Context: an optimization exercise on an open-source flow, tuned for small area. The choices shown serve that exercise and are no tape-out recipe.
In this exercise RTL edits were held to simulation tests only and were not proved equivalent to the original.
No activity file was given, so power comes from the tool's default toggle rates.

==> inputs of job 6480 <==
## mips_cpu_bus
module mips_cpu_bus (
    input  logic        clk,
    input  logic        reset,
    output logic        active,
    output logic [31:0] register_v0,
    output logic [31:0] address,
    output logic        read,
    output logic        write,
    output logic [31:0] writedata,
    output logic [3:0]  byteenable,
    input  logic        waitrequest,
    input  logic [31:0] readdata
);
==> flow/config.mk <==
export PLATFORM = sky130hd
export DESIGN_NAME = mips_cpu_bus
export DESIGN_NICKNAME = mips_cpu_bus
export VERILOG_FILES = /design/flow/design.v
export SDC_FILE = /design/flow/constraint.sdc
export NUM_CORES = 4
export LEC_CHECK = 0
export CAP_MARGIN = 20
export CORE_MARGIN = 2
export CORE_UTILIZATION = 40
export CTS_BUF_LIST = sky130_fd_sc_hd__clkbuf_8
export CTS_CLUSTER_DIAMETER = 60
export CTS_CLUSTER_SIZE = 20
export SLEW_MARGIN = 20
export BUFFER_PORTS_ARGS = -buffer_cell sky130_fd_sc_hd__buf_1
export CTS_ARGS = -sink_clustering_enable -repair_clock_nets -buf_list sky130_fd_sc_hd__clkbuf_8 -sink_clustering_size 21 -sink_clustering_max_diameter 60 -dont_use_dummy_load
==> flow/constraint.sdc <==
create_clock -name core_clock -period 10.5 [get_ports {clk}]
set_input_delay 2.1000 -clock core_clock [delete_from_list [all_inputs] [get_ports {clk}]]
set_output_delay 2.1000 -clock core_clock [all_outputs]
set_load 0.01 [all_outputs]
standard.sh (not shown) runs the stock make flow with config.mk's settings and CLKGATE_MAP_FILE= SYNTH_SCRIPT=/design/flow/synth_recipe.tcl, a recipe that flattens the netlist after the stock synthesis.
==> flow/flow/run.sh <==
#!/bin/bash
set -e
cat >> config.mk <<'EOT'
export BUFFER_PORTS_ARGS = -buffer_cell sky130_fd_sc_hd__buf_1
export CTS_ARGS = -sink_clustering_enable -repair_clock_nets -buf_list sky130_fd_sc_hd__clkbuf_8 -sink_clustering_size 21 -sink_clustering_max_diameter 60 -dont_use_dummy_load
EOT
bash standard.sh > standard.log 2>&1
==> job 8269: changes against job 6480 <==
--- a/flow/design.v
+++ b/flow/design.v
@@ -23,13 +23,13 @@
     assign lt_s = (a[1] & ~b[1]) | (~(a[1] ^ b[1]) & sum[1]);
     assign lt_u = ~cout;
     always_comb begin
         case (fn)
             3'd0, 3'd1: res = sum;
-            3'd4:       res = a & b;
-            3'd5:       res = a | b;
-            3'd6:       res = a ^ b;
+            3'd2:       res = a & b;
+            3'd3:       res = a | b;
+            3'd4:       res = a ^ b;
             3'd7:       res = lui_digit;
             default:    res = 2'b00;
         endcase
     end
 endmodule
@@ -93,25 +93,25 @@
     localparam logic [3:0] S_MWT   = 4'd7;    
     localparam logic [3:0] S_WB    = 4'd8;    
     localparam logic [3:0] S_HWT   = 4'd9;   
     localparam logic [3:0] S_HCAP  = 4'd10;   
     localparam logic [3:0] S_HALT  = 4'd11;
-    localparam logic [2:0] F_SUB  = 3'd0;
-    localparam logic [2:0] F_ADD  = 3'd1;
-    localparam logic [2:0] F_SLT  = 3'd2;
-    localparam logic [2:0] F_SLTU = 3'd3;
-    localparam logic [2:0] F_AND  = 3'd4;
-    localparam logic [2:0] F_OR   = 3'd5;
-    localparam logic [2:0] F_XOR  = 3'd6;
-    localparam logic [2:0] F_LUI  = 3'd7;
-    localparam logic [4:0] K_SLL  = 5'b10000;
-    localparam logic [4:0] K_SRL  = 5'b10010;
-    localparam logic [4:0] K_SRA  = 5'b10011;
-    localparam logic [4:0] K_JR   = 5'b10100;
-    localparam logic [4:0] K_J    = 5'b10101;
-    localparam logic [4:0] K_BEQ  = 5'b10110;
-    localparam logic [4:0] K_BNE  = 5'b10111;
+    localparam logic [4:0] K_ADD  = 5'b00000;
+    localparam logic [4:0] K_SUB  = 5'b00001;
+    localparam logic [4:0] K_AND  = 5'b00010;
+    localparam logic [4:0] K_OR   = 5'b00011;
+    localparam logic [4:0] K_XOR  = 5'b00100;
+    localparam logic [4:0] K_SLT  = 5'b00101;
+    localparam logic [4:0] K_SLTU = 5'b00110;
+    localparam logic [4:0] K_LUI  = 5'b00111;
+    localparam logic [4:0] K_SLL  = 5'b01000;
+    localparam logic [4:0] K_SRL  = 5'b01010;
+    localparam logic [4:0] K_SRA  = 5'b01011;
+    localparam logic [4:0] K_JR   = 5'b10000;
+    localparam logic [4:0] K_J    = 5'b10001;
+    localparam logic [4:0] K_BEQ  = 5'b10010;
+    localparam logic [4:0] K_BNE  = 5'b10011;
     localparam logic [4:0] K_NOP  = 5'b11000;
     localparam logic [4:0] K_LW   = 5'b11001;
     localparam logic [4:0] K_SW   = 5'b11010;
     localparam logic [31:0] RV = mips_pkg::reset_vector;
     logic [3:0]  ph;
@@ -121,67 +121,72 @@
     logic [31:0] pcr;
     logic [4:0]  ra_q;
     logic [4:0]  rb_q;
     logic [4:0]  wd_q;
     logic [4:0]  kind;
+    logic        immf;
     logic        slot;
     logic        flg;
     logic        cy;
     logic        icy;
     logic        s_q;
     logic        h_q;
     logic [1:0]  dly;
-    function automatic logic [4:0] decode(input logic [31:0] d);
-        logic [4:0] r;
-        r = K_NOP;
+    function automatic logic [5:0] decode(input logic [31:0] d);
+        logic [5:0] r;
+        r = {1'b0, K_NOP};
         case (d[31:26])
             6'h00: case (d[5:0])
-                6'h00: r = K_SLL;
-                6'h02: r = K_SRL;
-                6'h03: r = K_SRA;
-                6'h08: r = K_JR;
-                6'h21: r = {2'b00, F_ADD};
-                6'h23: r = {2'b00, F_SUB};
-                6'h24: r = {2'b00, F_AND};
-                6'h25: r = {2'b00, F_OR};
-                6'h26: r = {2'b00, F_XOR};
-                6'h2a: r = {2'b00, F_SLT};
-                6'h2b: r = {2'b00, F_SLTU};
+                6'h00: r = {1'b0, K_SLL};
+                6'h02: r = {1'b0, K_SRL};
+                6'h03: r = {1'b0, K_SRA};
+                6'h08: r = {1'b0, K_JR};
+                6'h21: r = {1'b0, K_ADD};
+                6'h23: r = {1'b0, K_SUB};
+                6'h24: r = {1'b0, K_AND};
+                6'h25: r = {1'b0, K_OR};
+                6'h26: r = {1'b0, K_XOR};
+                6'h2a: r = {1'b0, K_SLT};
+                6'h2b: r = {1'b0, K_SLTU};
                 default: ;
             endcase
-            6'h02: r = K_J;
-            6'h04: r = K_BEQ;
-            6'h05: r = K_BNE;
-            6'h09, 6'h0a, 6'h0b, 6'h0c, 6'h0d, 6'h0e, 6'h0f:
-                   r = {2'b01, d[28:26]};
-            6'h23: r = K_LW;
-            6'h2b: r = K_SW;
+            6'h02: r = {1'b0, K_J};
+            6'h04: r = {1'b0, K_BEQ};
+            6'h05: r = {1'b0, K_BNE};
+            6'h09: r = {1'b1, K_ADD};
+            6'h0a: r = {1'b1, K_SLT};
+            6'h0b: r = {1'b1, K_SLTU};
+            6'h0c: r = {1'b1, K_AND};
+            6'h0d: r = {1'b1, K_OR};
+            6'h0e: r = {1'b1, K_XOR};
+            6'h0f: r = {1'b1, K_LUI};
+            6'h23: r = {1'b1, K_LW};
+            6'h2b: r = {1'b1, K_SW};
             default: ;
         endcase
         decode = r;
     endfunction
-    logic [4:0] dec;
+    logic [5:0] dec;
     assign dec = decode(readdata);
     logic is_alu, is_sh, is_sll, is_sra, is_br, is_j, is_jr, is_ld, is_st, is_ldst;
-    logic is_slt, is_lui, do_sub, zext, immf;
+    logic is_slt, is_lui, do_sub, zext;
     logic [2:0] fn;
     assign fn      = kind[2:0];
-    assign is_alu  = !kind[4];
-    assign is_sh   = kind[4:2] == 3'b100;
+    assign is_alu  = kind[4:3] == 2'b00;
+    assign is_sh   = kind[4:3] == 2'b01;
     assign is_sll  = is_sh && !kind[1];
     assign is_sra  = is_sh && kind[0];
-    assign is_br   = kind[4:1] == 4'b1011;
+    assign is_br   = kind[4:3] == 2'b10 && kind[1];
     assign is_j    = kind == K_J;
     assign is_jr   = kind == K_JR;
     assign is_ld   = kind == K_LW;
     assign is_st   = kind == K_SW;
     assign is_ldst = is_ld || is_st;
-    assign is_slt  = is_alu && fn[2:1] == 2'b01;
-    assign is_lui  = is_alu && fn == F_LUI;
-    assign immf    = kind[4:3] == 2'b01 || is_ldst;
-    assign do_sub  = is_alu && !fn[2] && fn != 3'd1;
-    assign zext    = immf && is_alu && fn[2] && fn != 3'd7;
+    assign is_slt  = is_alu && (fn == 3'd5 || fn == 3'd6);
+    assign is_lui  = kind == K_LUI;
+    assign do_sub  = is_alu && (fn == 3'd1 || fn == 3'd5 || fn == 3'd6);
+    assign zext    = immf && is_alu && (fn == 3'd2 || fn == 3'd3 || fn == 3'd4);
     logic        ph0, ph15;
     logic [1:0]  P, I, A, B;
     logic        st_ex1, st_fetch, st_mem;
     assign ph0 = ph == 4'd0;
     assign ph15 = ph == 4'd15;
@@ -292,11 +297,11 @@
         pc_we = 1'b0;
         pc_wd = inc;
         addr_sh = 1'b0;
         addr_in = nxt;
         ir_rot = 1'b0;
-        ir_top = B;
+        ir_top = I;
         case (st)
             S_CLR: begin
                 addr_sh = !ph0;
                 addr_in = rv_digit;
             end
@@ -315,10 +320,11 @@
                 end else begin
                     pc_we = is_ldst;
                     pc_wd = nxt;
                 end
                 ir_rot = !(is_lui && !ph[3]);
+                ir_top = (is_st || is_sh) ? B : I;
             end
             S_SHR: begin
                 ir_rot = !is_sll && lt_q;
                 ir_top = fill;
             end
@@ -382,15 +388,16 @@
             if (st == S_HCAP && ph15)
                 active <= 1'b0;
             if (st_ex1 && ph15)
                 slot <= is_j || is_jr || (is_br && taken);
             if (fetch_acc)
-                kind <= dec;
+                kind <= dec[4:0];
         end
     end
     always_ff @(posedge clk) begin
         if (fetch_acc) begin
+            immf <= dec[5];
             ra_q <= (readdata[31:26] == 6'h00 && readdata[5:2] == 4'h0)
                   ? readdata[10:6] : readdata[25:21];
             rb_q <= readdata[20:16];
             wd_q <= (readdata[31:26] == 6'h00) ? readdata[15:11] : readdata[20:16];
         end
@@ -410,11 +417,11 @@
             if (is_ldst && ph0)
                 flg <= sum != 2'b00;
             else if (is_br)
                 flg <= neq;
             else if (is_slt && ph15)
-                flg <= fn[0] ? lt_u : lt_s;
+                flg <= (fn == 3'd5) ? lt_s : lt_u;
         end
     end
 endmodule
 `timescale 1ns/10ps
 module mips_cpu_bus (
==> flow/flow/run.sh (replaced) <==
#!/bin/bash
set -e
cat >> config.mk <<'EOT'
export BUFFER_PORTS_ARGS = -buffer_cell sky130_fd_sc_hd__buf_1
export CTS_ARGS = -sink_clustering_enable -repair_clock_nets -buf_list sky130_fd_sc_hd__clkbuf_8 -sink_clustering_size 20 -sink_clustering_max_diameter 60 -dont_use_dummy_load
EOT
bash standard.sh > standard.log 2>&1
- CTS_ARGS: -sink_clustering_enable -repair_clock_nets -buf_list sky130_fd_sc_hd__clkbuf_8 -sink_clustering_size 21 -sink_clustering_max_diameter 60 -dont_use_dummy_load -> -sink_clustering_enable -repair_clock_nets -buf_list sky130_fd_sc_hd__clkbuf_8 -sink_clustering_size 20 -sink_clustering_max_diameter 60 -dont_use_dummy_load
==> qor summary <==
Run status: job 8269 timing/DRC/antenna clean; job 6480 timing/DRC/antenna clean
Share of the synthesized netlist area taken by xor and xnor gates: job 8269 0.153%; job 6480 0.185%
Synthesized instance count: job 8269 1818; job 6480 1837
Fraction of standard cell area in multi-input logic: job 8269 15.1%; job 6480 14.5%
Number of global-route vias before repair: job 8269 12700; job 6480 12800
Number of flops mapped to enable cells by yosys: job 8269 80; job 6480 79
Combinational-cell power consumption: job 8269 0.000320 W; job 6480 0.000195 W
Flops & latches, synth: job 8269 1124; job 6480 1123
GR met3 Demand/Resource: job 8269 2.97%; job 6480 2.90%
Ant diodes: job 8269 3; job 6480 4
Met2 Wirelength: job 8269 20.9 mm; job 6480 22.1 mm
Global-route wire length before repair: job 8269 73.5 mm; job 6480 78.7 mm
CTS clk-pin slew, worst paths: job 8269 100 ps; job 6480 110 ps
Start point of the worst min-delay path: job 8269 mips_reg_file_i.g_reg[14].ring[25]$_DFF_P_; job 6480 mips_reg_file_i.g_reg[24].ring[27]$_DFF_P_
Final-layout fill cell count: job 8269 6224; job 6480 6280

## separate check: timing with driven ports
How much do the figures lean on ideal ports? The routed layouts below were timed once more, with nothing changed but the port constraints.
Step 1, drivers: a clkbuf_16 drives clk and a buf_2 each remaining input, both assumed.
Step 2, shift: input delay + t, output delay - t, t = (earliest + latest rising clock arrival at the registers) / 2. This alone moves slack from input paths to output paths.
a / b / c = no drivers / after step 1 / after step 2; a / b = the first two.
run | t (ns) | slack for setup (ns) | hold slack, ns | worst setup path after step 2
job 6480 | 0.695 | 4.959 / 4.929 / 4.929 | 0.257 / 0.257 / 0.257 | input to output
job 8269 | 0.684 | 4.978 / 4.944 / 4.944 | 0.282 / 0.282 / 0.282 | input to output
After both steps setup and hold are still met in every run listed. The setup slack of job 8269, which loses most, moves by -0.034 ns with the drivers and by -0.034 ns with both steps.
